This is an optimization exercise on Yosys and OpenROAD, whose aim is small area, a short achievable clock period and few clock cycles per item, not a production implementation. Only simulation tests tie the RTL to the original design; equivalence was not proved. Power and IR drop assume default switching activity.

## stable_priority_queue
module stable_priority_queue (
    input  logic                                clk,
    input  logic                                rst_n,
    input  logic                                s_tvalid,
    output logic                                s_tready,
    input  logic [spq_pkg::IN_BYTES*8-1:0]      s_tdata,
    input  logic                                s_tuser,
    output logic                                m_tvalid,
    input  logic                                m_tready,
    output logic [spq_pkg::OUT_BYTES*8-1:0]     m_tdata
);
Size: roughly 1800 cells after synthesis, roughly 330 flip-flops, ~47 I/O pins, roughly 0.017 sq mm of cells after synthesis.
clock: 5.0 ns
lec_check: 0
cap_margin: 20
core_margin: 2
core_utilization: 65
cts_cluster_diameter: 60
cts_cluster_size: 30
setup_slack_margin: 2.8
slew_margin: 20
tns_end_percent: 100
run.sh (not shown) runs the stock make flow with config.mk's settings and CLKGATE_MAP_FILE= SYNTH_SCRIPT=/design/flow/synth_recipe.tcl, a recipe that flattens the netlist after the stock synthesis.
Testbench counts at the start, summed over its fixed seeds: cycles 9,616, items 9,600.
Rerun with:
--- a/flow/design.v
+++ b/flow/design.v
@@ -20,12 +20,13 @@
     input  logic rst_n,
     input  logic s_tvalid,
     output logic s_tready,
     output logic m_tvalid,
     input  logic m_tready,
     output logic exec,
+    output logic exec_next,
     output logic load,
     output logic out_load_next,
     output logic out_load_live
 );
     logic in_valid;
     logic out_valid;
@@ -33,42 +34,47 @@
     logic out_free;
     logic in_valid_next;
     logic skid_valid_next;
     logic ready_q;
     assign s_tready = ready_q;
     assign load     = !(in_valid && skid_valid);
-    assign exec     = in_valid && !skid_valid;
+    logic exec_q;
+    assign exec     = exec_q;
     assign m_tvalid = out_valid;
     assign out_free = !out_valid || m_tready;
     assign out_load_next = exec && out_free;
     assign out_load_live = skid_valid && m_tready;
     assign in_valid_next   = (s_tvalid && load) || (in_valid && !exec);
     assign skid_valid_next = skid_valid ? !m_tready : (exec && !out_free);
+    assign exec_next       = in_valid_next && !skid_valid_next;
     always_ff @(posedge clk or negedge rst_n)
     begin
         if (!rst_n)
         begin
             in_valid   <= 1'b0;
             out_valid  <= 1'b0;
             skid_valid <= 1'b0;
             ready_q    <= 1'b1;
+            exec_q     <= 1'b0;
         end
         else
         begin
             in_valid   <= in_valid_next;
             out_valid  <= exec || skid_valid || (out_valid && !m_tready);
             skid_valid <= skid_valid_next;
             ready_q    <= !(in_valid_next && skid_valid_next);
+            exec_q     <= exec_next;
         end
     end
 endmodule
 module spq_datapath (
     input  logic                          clk,
     input  logic                          rst_n,
     input  logic                          load,
     input  logic                          exec,
+    input  logic                          exec_next,
     input  logic                          out_load_next,
     input  logic                          out_load_live,
     input  logic                          s_mode,
     input  logic [spq_pkg::DATA_BITS-1:0] s_data,
     input  logic [spq_pkg::PRIO_BITS-1:0] s_prio,
     output logic [23:0]                   result
@@ -89,26 +95,29 @@
     logic [D-1:0]  le;
     logic          full;
     logic          empty;
     logic          is_push;
     logic          push_ok;
     logic          pop_ok;
+    logic          nonempty;
     always_ff @(posedge clk)
     begin
         if (load)
         begin
             in_mode <= s_mode;
             in_data <= s_data;
             in_prio <= s_prio;
         end
     end
     assign full    = count[CB-1];
     assign empty   = !nonempty;
     assign is_push = (in_mode == spq_pkg::MODE_PUSH);
-    assign push_ok = exec && is_push && !full;
-    assign pop_ok  = exec && !is_push && !empty;
+    logic push_ok_q;
+    logic pop_ok_q;
+    assign push_ok = push_ok_q;
+    assign pop_ok  = pop_ok_q;
     function automatic logic prio_le(input logic [spq_pkg::PRIO_BITS-1:0] a,
                                      input logic [spq_pkg::PRIO_BITS-1:0] b);
         logic gt;
         logic eq;
         gt = 1'b0;
         eq = 1'b1;
@@ -204,19 +213,30 @@
         else
         begin
             status_next = empty ? spq_pkg::ST_EMPTY : spq_pkg::ST_OK;
             front_next  = valid[1] ? slot[1][DB-1:0] : '0;
         end
     end
-    logic nonempty;
+    logic nonempty_next;
+    logic in_mode_next;
+    assign nonempty_next = exec ? fvalid_next : nonempty;
+    assign in_mode_next  = load ? s_mode : in_mode;
     always_ff @(posedge clk or negedge rst_n)
     begin
         if (!rst_n)
-            nonempty <= 1'b0;
-        else if (exec)
-            nonempty <= fvalid_next;
+        begin
+            nonempty  <= 1'b0;
+            push_ok_q <= 1'b0;
+            pop_ok_q  <= 1'b0;
+        end
+        else
+        begin
+            nonempty  <= nonempty_next;
+            push_ok_q <= exec_next && (in_mode_next == spq_pkg::MODE_PUSH) && !count_next[CB-1];
+            pop_ok_q  <= exec_next && (in_mode_next == spq_pkg::MODE_POP) && nonempty_next;
+        end
     end
     assign result_next = {count_next, fvalid_next, front_next, status_next, popped_next};
     assign result_live = {count, nonempty, nonempty ? slot[0][DB-1:0] : '0, status, popped};
     always_ff @(posedge clk)
     begin
         if (exec)
@@ -240,32 +260,35 @@
     input  logic                                s_tuser,
     output logic                                m_tvalid,
     input  logic                                m_tready,
     output logic [spq_pkg::OUT_BYTES*8-1:0]     m_tdata
 );
     logic exec;
+    logic exec_next;
     logic load;
     logic out_load_next;
     logic out_load_live;
     spq_ctrl u_ctrl (
         .clk        (clk),
         .rst_n      (rst_n),
         .s_tvalid   (s_tvalid),
         .s_tready   (s_tready),
         .m_tvalid   (m_tvalid),
         .m_tready   (m_tready),
         .exec          (exec),
+        .exec_next     (exec_next),
         .load          (load),
         .out_load_next (out_load_next),
         .out_load_live (out_load_live)
     );
     spq_datapath u_datapath (
         .clk        (clk),
         .rst_n      (rst_n),
         .load       (load),
         .exec          (exec),
+        .exec_next     (exec_next),
         .out_load_next (out_load_next),
         .out_load_live (out_load_live),
         .s_mode     (s_tuser),
         .s_data     (s_tdata[spq_pkg::DATA_BITS-1:0]),
         .s_prio     (s_tdata[spq_pkg::IN_BITS-1:spq_pkg::DATA_BITS]),
         .result     (m_tdata)
Result: The changed run finished with timing, DRC and antenna clean; wire length decreases by 7.3%; power is higher by 17%; setup slack is better by 54 ps; non-clock buffer count drops by 59; synthesized cell count rises by 0.73%; utilization shrinks by 3.0 points; sequential power came out lower by about 2%; count of clock-buffer cells in the layout shrinks by 2; first-iteration DRC count shrinks by 23%; global-route usage fell by 0.33 points; die area goes down by 1.2%.
Testbench counts after the change, summed over its fixed seeds: cycles 9,616, items 9,600.

* * *

Another version of the RTL of stable_priority_queue (not shown whole).
Size: about 340 flip-flops, about 47 I/O pins, about 17,000 µm² of cells after synthesis.
## stable_priority_queue
module stable_priority_queue (
    input  logic                                clk,
    input  logic                                rst_n,
    input  logic                                s_tvalid,
    output logic                                s_tready,
    input  logic [spq_pkg::IN_BYTES*8-1:0]      s_tdata,
    input  logic                                s_tuser,
    output logic                                m_tvalid,
    input  logic                                m_tready,
    output logic [spq_pkg::OUT_BYTES*8-1:0]     m_tdata
);
    logic exec;
    logic exec_next;
    logic load;
    logic out_load_next;
    logic out_load_live;
    spq_ctrl u_ctrl (
        .clk        (clk),
        .rst_n      (rst_n),
        .s_tvalid   (s_tvalid),
        .s_tready   (s_tready),
        .m_tvalid   (m_tvalid),
        .m_tready   (m_tready),
        .exec          (exec),
        .exec_next     (exec_next),
        .load          (load),
        .out_load_next (out_load_next),
        .out_load_live (out_load_live)
    );
    spq_datapath u_datapath (
        .clk        (clk),
        .rst_n      (rst_n),
        .load       (load),
        .exec          (exec),
        .exec_next     (exec_next),
        .out_load_next (out_load_next),
        .out_load_live (out_load_live),
        .s_mode     (s_tuser),
        .s_data     (s_tdata[spq_pkg::DATA_BITS-1:0]),
        .s_prio     (s_tdata[spq_pkg::IN_BITS-1:spq_pkg::DATA_BITS]),
        .result     (m_tdata)
    );
endmodule
==> module spq_datapath, before the edit <==
module spq_datapath (
    input  logic                          clk,
    input  logic                          rst_n,
    input  logic                          load,
    input  logic                          exec,
    input  logic                          exec_next,
    input  logic                          out_load_next,
    input  logic                          out_load_live,
    input  logic                          s_mode,
    input  logic [spq_pkg::DATA_BITS-1:0] s_data,
    input  logic [spq_pkg::PRIO_BITS-1:0] s_prio,
    output logic [23:0]                   result
);
    localparam int D  = spq_pkg::DEPTH;
    localparam int W  = spq_pkg::IN_BITS;
    localparam int DB = spq_pkg::DATA_BITS;
    localparam int CB = spq_pkg::CNT_BITS;
    logic          in_mode;
    logic [DB-1:0] in_data;
    logic [spq_pkg::PRIO_BITS-1:0] in_prio;
    logic [spq_pkg::PRIO_BITS-1:0] in_prio_n;
    logic [W-1:0]  slot [D];
    logic [CB-1:0] count;
    logic [DB-1:0] popped;
    logic [1:0]    status;
    logic [23:0]   out_word;
    logic [D-1:0]  valid;
    logic [D-1:0]  le;
    logic          full;
    logic          empty;
    logic          is_push;
    logic          push_ok;
    logic          pop_ok;
    logic          nonempty;
    always_ff @(posedge clk)
    begin
        if (load)
        begin
            in_mode <= s_mode;
            in_data <= s_data;
            in_prio <= s_prio;
            in_prio_n <= ~s_prio;
        end
    end
    assign full    = count[CB-1];
    assign empty   = !nonempty;
    assign is_push = (in_mode == spq_pkg::MODE_PUSH);
    logic push_ok_q;
    logic pop_ok_q;
    assign push_ok = push_ok_q;
    assign pop_ok  = pop_ok_q;
    function automatic logic prio_le(input logic [spq_pkg::PRIO_BITS-1:0] a,
                                     input logic [spq_pkg::PRIO_BITS-1:0] b);
        logic gt;
        logic eq;
        gt = 1'b0;
        eq = 1'b1;
        for (int k = spq_pkg::PRIO_BITS - 1; k >= 0; k--)
        begin
            gt = gt | (eq & a[k] & ~b[k]);
            eq = eq & ~(a[k] ^ b[k]);
        end
        prio_le = ~gt;
    endfunction
    logic [D-1:0] cmp;
    logic         cmp_ins;
    logic [D-1:0] le_q;
    logic [D-1:0] le_next;
    always_comb
    begin
        for (int i = 0; i < D; i++)
        begin
            valid[i] = count[CB-1] | (count[CB-2:0] > (CB-1)'(i));
            cmp[i]   = valid[i] && prio_le(slot[i][W-1:DB], s_prio);
        end
        cmp_ins = prio_le(~in_prio_n, s_prio);
    end
    assign le = le_q;
    logic [D-1:0] sel_keep;
    logic [D-1:0] sel_next;
    logic [D-1:0] sel_prev;
    logic [D-1:0] sel_new;
    logic [W-1:0] slot_next [D];
    always_comb
    begin
        for (int i = 0; i < D; i++)
        begin
            sel_next[i] = (i < D - 1) ? pop_ok : 1'b0;
            sel_new[i]  = push_ok && !le[i] && ((i == 0) ? 1'b1 : le[(i > 0) ? i - 1 : 0]);
            sel_prev[i] = push_ok && !le[i] && ((i == 0) ? 1'b0 : !le[(i > 0) ? i - 1 : 0]);
            sel_keep[i] = !(sel_next[i] || sel_new[i] || sel_prev[i]);
            slot_next[i] = ({W{sel_keep[i]}} & slot[i])
                         | ({W{sel_new[i]}}  & {in_prio, in_data})
                         | ({W{sel_next[i]}} & slot[(i < D - 1) ? i + 1 : i])
                         | ({W{sel_prev[i]}} & slot[(i > 0) ? i - 1 : 0]);
            le_next[i]   = (sel_keep[i] && cmp[i] && !((i == D - 1) && pop_ok))
                         | (sel_new[i]  && cmp_ins)
                         | (sel_next[i] && cmp[(i < D - 1) ? i + 1 : i])
                         | (sel_prev[i] && cmp[(i > 0) ? i - 1 : 0]);
        end
    end
    always_ff @(posedge clk)
    begin
        if (load)
        begin
            le_q <= le_next;
        end
    end
    always_ff @(posedge clk)
    begin
        for (int i = 0; i < D; i++)
        begin
            slot[i] <= slot_next[i];
        end
    end
    logic [CB-1:0] count_next;
    always_comb
    begin
        count_next = count;
        if (push_ok)
            count_next = count + 1'b1;
        else if (pop_ok)
            count_next = count - 1'b1;
    end
    always_ff @(posedge clk or negedge rst_n)
    begin
        if (!rst_n)
            count <= '0;
        else
            count <= count_next;
    end
    logic [DB-1:0] popped_next;
    logic [1:0]    status_next;
    logic [DB-1:0] front_next;
    logic          fvalid_next;
    logic [23:0]   result_next;
    logic [23:0]   result_live;
    always_comb
    begin
        popped_next = pop_ok ? slot[0][DB-1:0] : '0;
        fvalid_next = is_push | valid[1];
        if (is_push)
        begin
            status_next = full ? spq_pkg::ST_FULL : spq_pkg::ST_OK;
            front_next  = (!full && !le[0]) ? in_data : slot[0][DB-1:0];
        end
        else
        begin
            status_next = empty ? spq_pkg::ST_EMPTY : spq_pkg::ST_OK;
            front_next  = valid[1] ? slot[1][DB-1:0] : '0;
        end
    end
    logic nonempty_next;
    logic in_mode_next;
    assign nonempty_next = exec ? fvalid_next : nonempty;
    assign in_mode_next  = load ? s_mode : in_mode;
    always_ff @(posedge clk or negedge rst_n)
    begin
        if (!rst_n)
        begin
            nonempty  <= 1'b0;
            push_ok_q <= 1'b0;
            pop_ok_q  <= 1'b0;
        end
        else
        begin
            nonempty  <= nonempty_next;
            push_ok_q <= exec_next && (in_mode_next == spq_pkg::MODE_PUSH) && !count_next[CB-1];
            pop_ok_q  <= exec_next && (in_mode_next == spq_pkg::MODE_POP) && nonempty_next;
        end
    end
    assign result_next = {count_next, fvalid_next, front_next, status_next, popped_next};
    assign result_live = {count, nonempty, nonempty ? slot[0][DB-1:0] : '0, status, popped};
    always_ff @(posedge clk)
    begin
        if (exec)
        begin
            popped <= popped_next;
            status <= status_next;
        end
        if (out_load_next)
            out_word <= result_next;
        else if (out_load_live)
            out_word <= result_live;
    end
    assign result = out_word;
endmodule
clock: 5.0 ns
lec_check: 0
cap_margin: 20
core_margin: 2
core_utilization: 65
cts_cluster_diameter: 60
cts_cluster_size: 30
setup_slack_margin: 2.8
slew_margin: 20
tns_end_percent: 100
Testbench counts at the start, summed over its fixed seeds: cycles 9,616, items 9,600.
Rerun with:
--- a/flow/design.v
+++ b/flow/design.v
@@ -86,9 +86,9 @@
     logic          in_mode;
     logic [DB-1:0] in_data;
     logic [spq_pkg::PRIO_BITS-1:0] in_prio;
-    logic [spq_pkg::PRIO_BITS-1:0] in_prio_n;
     logic [W-1:0]  slot [D];
     logic [CB-1:0] count;
+    logic [CB-1:0] count_next;
     logic [DB-1:0] popped;
     logic [1:0]    status;
     logic [23:0]   out_word;
@@ -107,7 +107,6 @@
             in_mode <= s_mode;
             in_data <= s_data;
             in_prio <= s_prio;
-            in_prio_n <= ~s_prio;
         end
     end
     assign full    = count[CB-1];
@@ -130,18 +129,16 @@
         end
         prio_le = ~gt;
     endfunction
-    logic [D-1:0] cmp;
-    logic         cmp_ins;
+    logic [D-1:0] valid_next;
     logic [D-1:0] le_q;
     logic [D-1:0] le_next;
     always_comb
     begin
         for (int i = 0; i < D; i++)
         begin
-            valid[i] = count[CB-1] | (count[CB-2:0] > (CB-1)'(i));
-            cmp[i]   = valid[i] && prio_le(slot[i][W-1:DB], s_prio);
-        end
-        cmp_ins = prio_le(~in_prio_n, s_prio);
+            valid[i]      = count[CB-1] | (count[CB-2:0] > (CB-1)'(i));
+            valid_next[i] = count_next[CB-1] | (count_next[CB-2:0] > (CB-1)'(i));
+        end
     end
     assign le = le_q;
     logic [D-1:0] sel_keep;
@@ -161,10 +158,7 @@
                          | ({W{sel_new[i]}}  & {in_prio, in_data})
                          | ({W{sel_next[i]}} & slot[(i < D - 1) ? i + 1 : i])
                          | ({W{sel_prev[i]}} & slot[(i > 0) ? i - 1 : 0]);
-            le_next[i]   = (sel_keep[i] && cmp[i] && !((i == D - 1) && pop_ok))
-                         | (sel_new[i]  && cmp_ins)
-                         | (sel_next[i] && cmp[(i < D - 1) ? i + 1 : i])
-                         | (sel_prev[i] && cmp[(i > 0) ? i - 1 : 0]);
+            le_next[i]   = valid_next[i] && prio_le(slot_next[i][W-1:DB], s_prio);
         end
     end
     always_ff @(posedge clk)
@@ -181,7 +175,6 @@
             slot[i] <= slot_next[i];
         end
     end
-    logic [CB-1:0] count_next;
     always_comb
     begin
         count_next = count;
Outcome: The changed run ran to the end with no violations; sequential power shrinks by about 4.5%; synthesized cell count is higher by about 7%; die area went up by 3.5%; total power came out higher by about 20%; clock skew hardly moves; clock-buffer cell count goes down by 1; utilization went up by 4.9 points; cell count is higher by 10%.
Testbench counts after the change, summed over its fixed seeds: cycles 9,616, items 9,600.

* * *

Another version of the RTL of stable_priority_queue (not shown whole).
For scale: about 350 flip-flops.
Settings: LEC_CHECK=0, CAP_MARGIN=20, CORE_MARGIN=2, CORE_UTILIZATION=65, CTS_CLUSTER_DIAMETER=60, CTS_CLUSTER_SIZE=30, SETUP_SLACK_MARGIN=2.8, SLEW_MARGIN=20, TNS_END_PERCENT=100; clock period 5.0 ns.
The baseline finished clean.
Testbench counts at the start, summed over its fixed seeds: cycles 9,624, items 9,600.
Next try:
--- a/flow/design.v
+++ b/flow/design.v
@@ -18,16 +18,17 @@
 module spq_ctrl (
     input  logic clk,
     input  logic rst_n,
     input  logic s_tvalid,
     output logic s_tready,
     output logic m_tvalid,
     input  logic m_tready,
     output logic exec,
+    output logic exec_next,
     output logic a_load,
     output logic load,
     output logic out_load_next,
     output logic out_load_live
 );
     logic a_valid;
     logic a_valid_next;
     logic in_valid;
@@ -35,50 +36,55 @@
     logic skid_valid;
     logic out_free;
     logic in_valid_next;
     logic skid_valid_next;
     logic ready_q;
     assign s_tready = ready_q;
     assign load     = !(in_valid && skid_valid);
     assign a_load   = !a_valid || load;
-    assign exec     = in_valid && !skid_valid;
+    logic exec_q;
+    assign exec     = exec_q;
     assign m_tvalid = out_valid;
     assign out_free = !out_valid || m_tready;
     assign out_load_next = exec && out_free;
     assign out_load_live = skid_valid && m_tready;
     assign a_valid_next    = (s_tvalid && a_load) || (a_valid && !load);
     assign in_valid_next   = (a_valid && load) || (in_valid && !exec);
     assign skid_valid_next = skid_valid ? !m_tready : (exec && !out_free);
+    assign exec_next       = in_valid_next && !skid_valid_next;
     always_ff @(posedge clk or negedge rst_n)
     begin
         if (!rst_n)
         begin
             a_valid    <= 1'b0;
             in_valid   <= 1'b0;
             out_valid  <= 1'b0;
             skid_valid <= 1'b0;
             ready_q    <= 1'b1;
+            exec_q     <= 1'b0;
         end
         else
         begin
             a_valid    <= a_valid_next;
             in_valid   <= in_valid_next;
             out_valid  <= exec || skid_valid || (out_valid && !m_tready);
             skid_valid <= skid_valid_next;
             ready_q    <= !a_valid_next || !(in_valid_next && skid_valid_next);
+            exec_q     <= exec_next;
         end
     end
 endmodule
 module spq_datapath (
     input  logic                          clk,
     input  logic                          rst_n,
     input  logic                          a_load,
     input  logic                          load,
     input  logic                          exec,
+    input  logic                          exec_next,
     input  logic                          out_load_next,
     input  logic                          out_load_live,
     input  logic                          s_mode,
     input  logic [spq_pkg::DATA_BITS-1:0] s_data,
     input  logic [spq_pkg::PRIO_BITS-1:0] s_prio,
     output logic [23:0]                   result
 );
     localparam int D  = spq_pkg::DEPTH;
@@ -117,18 +123,20 @@
             in_mode <= a_mode;
             in_data <= a_data;
             in_prio <= a_prio;
         end
     end
     assign full    = count[CB-1];
     assign empty   = !nonempty;
     assign is_push = (in_mode == spq_pkg::MODE_PUSH);
-    assign push_ok = exec && is_push && !full;
-    assign pop_ok  = exec && !is_push && !empty;
+    logic push_ok_q;
+    logic pop_ok_q;
+    assign push_ok = push_ok_q;
+    assign pop_ok  = pop_ok_q;
     function automatic logic prio_le(input logic [spq_pkg::PRIO_BITS-1:0] a,
                                      input logic [spq_pkg::PRIO_BITS-1:0] b);
         logic gt;
         logic eq;
         gt = 1'b0;
         eq = 1'b1;
         for (int k = spq_pkg::PRIO_BITS - 1; k >= 0; k--)
         begin
@@ -220,22 +228,34 @@
             front_next  = (!full && !le[0]) ? in_data : slot[0][DB-1:0];
         end
         else
         begin
             status_next = empty ? spq_pkg::ST_EMPTY : spq_pkg::ST_OK;
             front_next  = valid[1] ? slot[1][DB-1:0] : '0;
         end
     end
+    logic nonempty_next;
+    logic in_mode_next;
+    assign nonempty_next = exec ? fvalid_next : nonempty;
+    assign in_mode_next  = load ? a_mode : in_mode;
     always_ff @(posedge clk or negedge rst_n)
     begin
         if (!rst_n)
-            nonempty <= 1'b0;
-        else if (exec)
-            nonempty <= fvalid_next;
+        begin
+            nonempty  <= 1'b0;
+            push_ok_q <= 1'b0;
+            pop_ok_q  <= 1'b0;
+        end
+        else
+        begin
+            nonempty  <= nonempty_next;
+            push_ok_q <= exec_next && (in_mode_next == spq_pkg::MODE_PUSH) && !count_next[CB-1];
+            pop_ok_q  <= exec_next && (in_mode_next == spq_pkg::MODE_POP) && nonempty_next;
+        end
     end
     assign result_next = {count_next, fvalid_next, front_next, status_next, popped_next};
     assign result_live = {count, nonempty, nonempty ? slot[0][DB-1:0] : '0, status, popped};
     always_ff @(posedge clk)
     begin
         if (exec)
         begin
             popped <= popped_next;
@@ -255,39 +275,42 @@
     output logic                                s_tready,
     input  logic [spq_pkg::IN_BYTES*8-1:0]      s_tdata,
     input  logic                                s_tuser,
     output logic                                m_tvalid,
     input  logic                                m_tready,
     output logic [spq_pkg::OUT_BYTES*8-1:0]     m_tdata
 );
     logic exec;
+    logic exec_next;
     logic a_load;
     logic load;
     logic out_load_next;
     logic out_load_live;
     spq_ctrl u_ctrl (
         .clk        (clk),
         .rst_n      (rst_n),
         .s_tvalid   (s_tvalid),
         .s_tready   (s_tready),
         .m_tvalid   (m_tvalid),
         .m_tready   (m_tready),
         .exec          (exec),
+        .exec_next     (exec_next),
         .a_load        (a_load),
         .load          (load),
         .out_load_next (out_load_next),
         .out_load_live (out_load_live)
     );
     spq_datapath u_datapath (
         .clk        (clk),
         .rst_n      (rst_n),
         .a_load     (a_load),
         .load       (load),
         .exec          (exec),
+        .exec_next     (exec_next),
         .out_load_next (out_load_next),
         .out_load_live (out_load_live),
         .s_mode     (s_tuser),
         .s_data     (s_tdata[spq_pkg::DATA_BITS-1:0]),
         .s_prio     (s_tdata[spq_pkg::IN_BITS-1:spq_pkg::DATA_BITS]),
         .result     (m_tdata)
     );
 endmodule
Effect:
- global-route usage drops by 1.6 points
- register-to-register slack barely changes
- wire length drops by 5.7%
- cell count climbs by 0.51%
- sequential power drops by about 3%
- via count drops by 2.9%
- combinational power climbs by 56%
- worst hold slack gets worse by 0.0061 ns
- critical path depth does not change
- power climbs by 16%
- design area drops by 4.3%
Testbench counts after the change, summed over its fixed seeds: cycles 9,624, items 9,600.

==> port drivers added, routing unchanged <==
Ports are ideal in the flow. The routed layouts listed here were re-timed in OpenROAD.
Step 1: set_driving_cell puts a clkbuf_16 on clk and a buf_2 on each other input, an assumption about the parent block.
Step 2 times the ports against the registers' clock, not the clock port: input delays grow and output delays shrink by t, the midpoint of the rising clock arrivals with the driver on.
a / b / c = no drivers / after step 1 / after step 2; a / b = the first two.
run	shift t [ns]	setup WS [ns]	worst hold slack (ns)
the first run of note 1	0.627	2.649 / 2.667 / 2.040	0.467 / 0.467 / 0.467
the second run of note 1	0.623	2.703 / 2.705 / 2.082	0.459 / 0.459 / 0.459
the first run of note 2	0.620	2.725 / 2.728 / 2.108	0.467 / 0.467 / 0.467
the second run of note 2	0.619	2.110 / 2.110 / 1.647	0.457 / 0.457 / 0.457
the first run of note 3	0.607	2.629 / 2.629 / 2.292	0.433 / 0.433 / 0.433
the second run of note 3	0.619	2.623 / 2.623 / 2.320	0.427 / 0.427 / 0.427
After both steps every run listed still meets setup and hold. The setup slack of the second run of note 1, which loses most, moves by +0.002 ns with the drivers and by -0.621 ns with both steps.
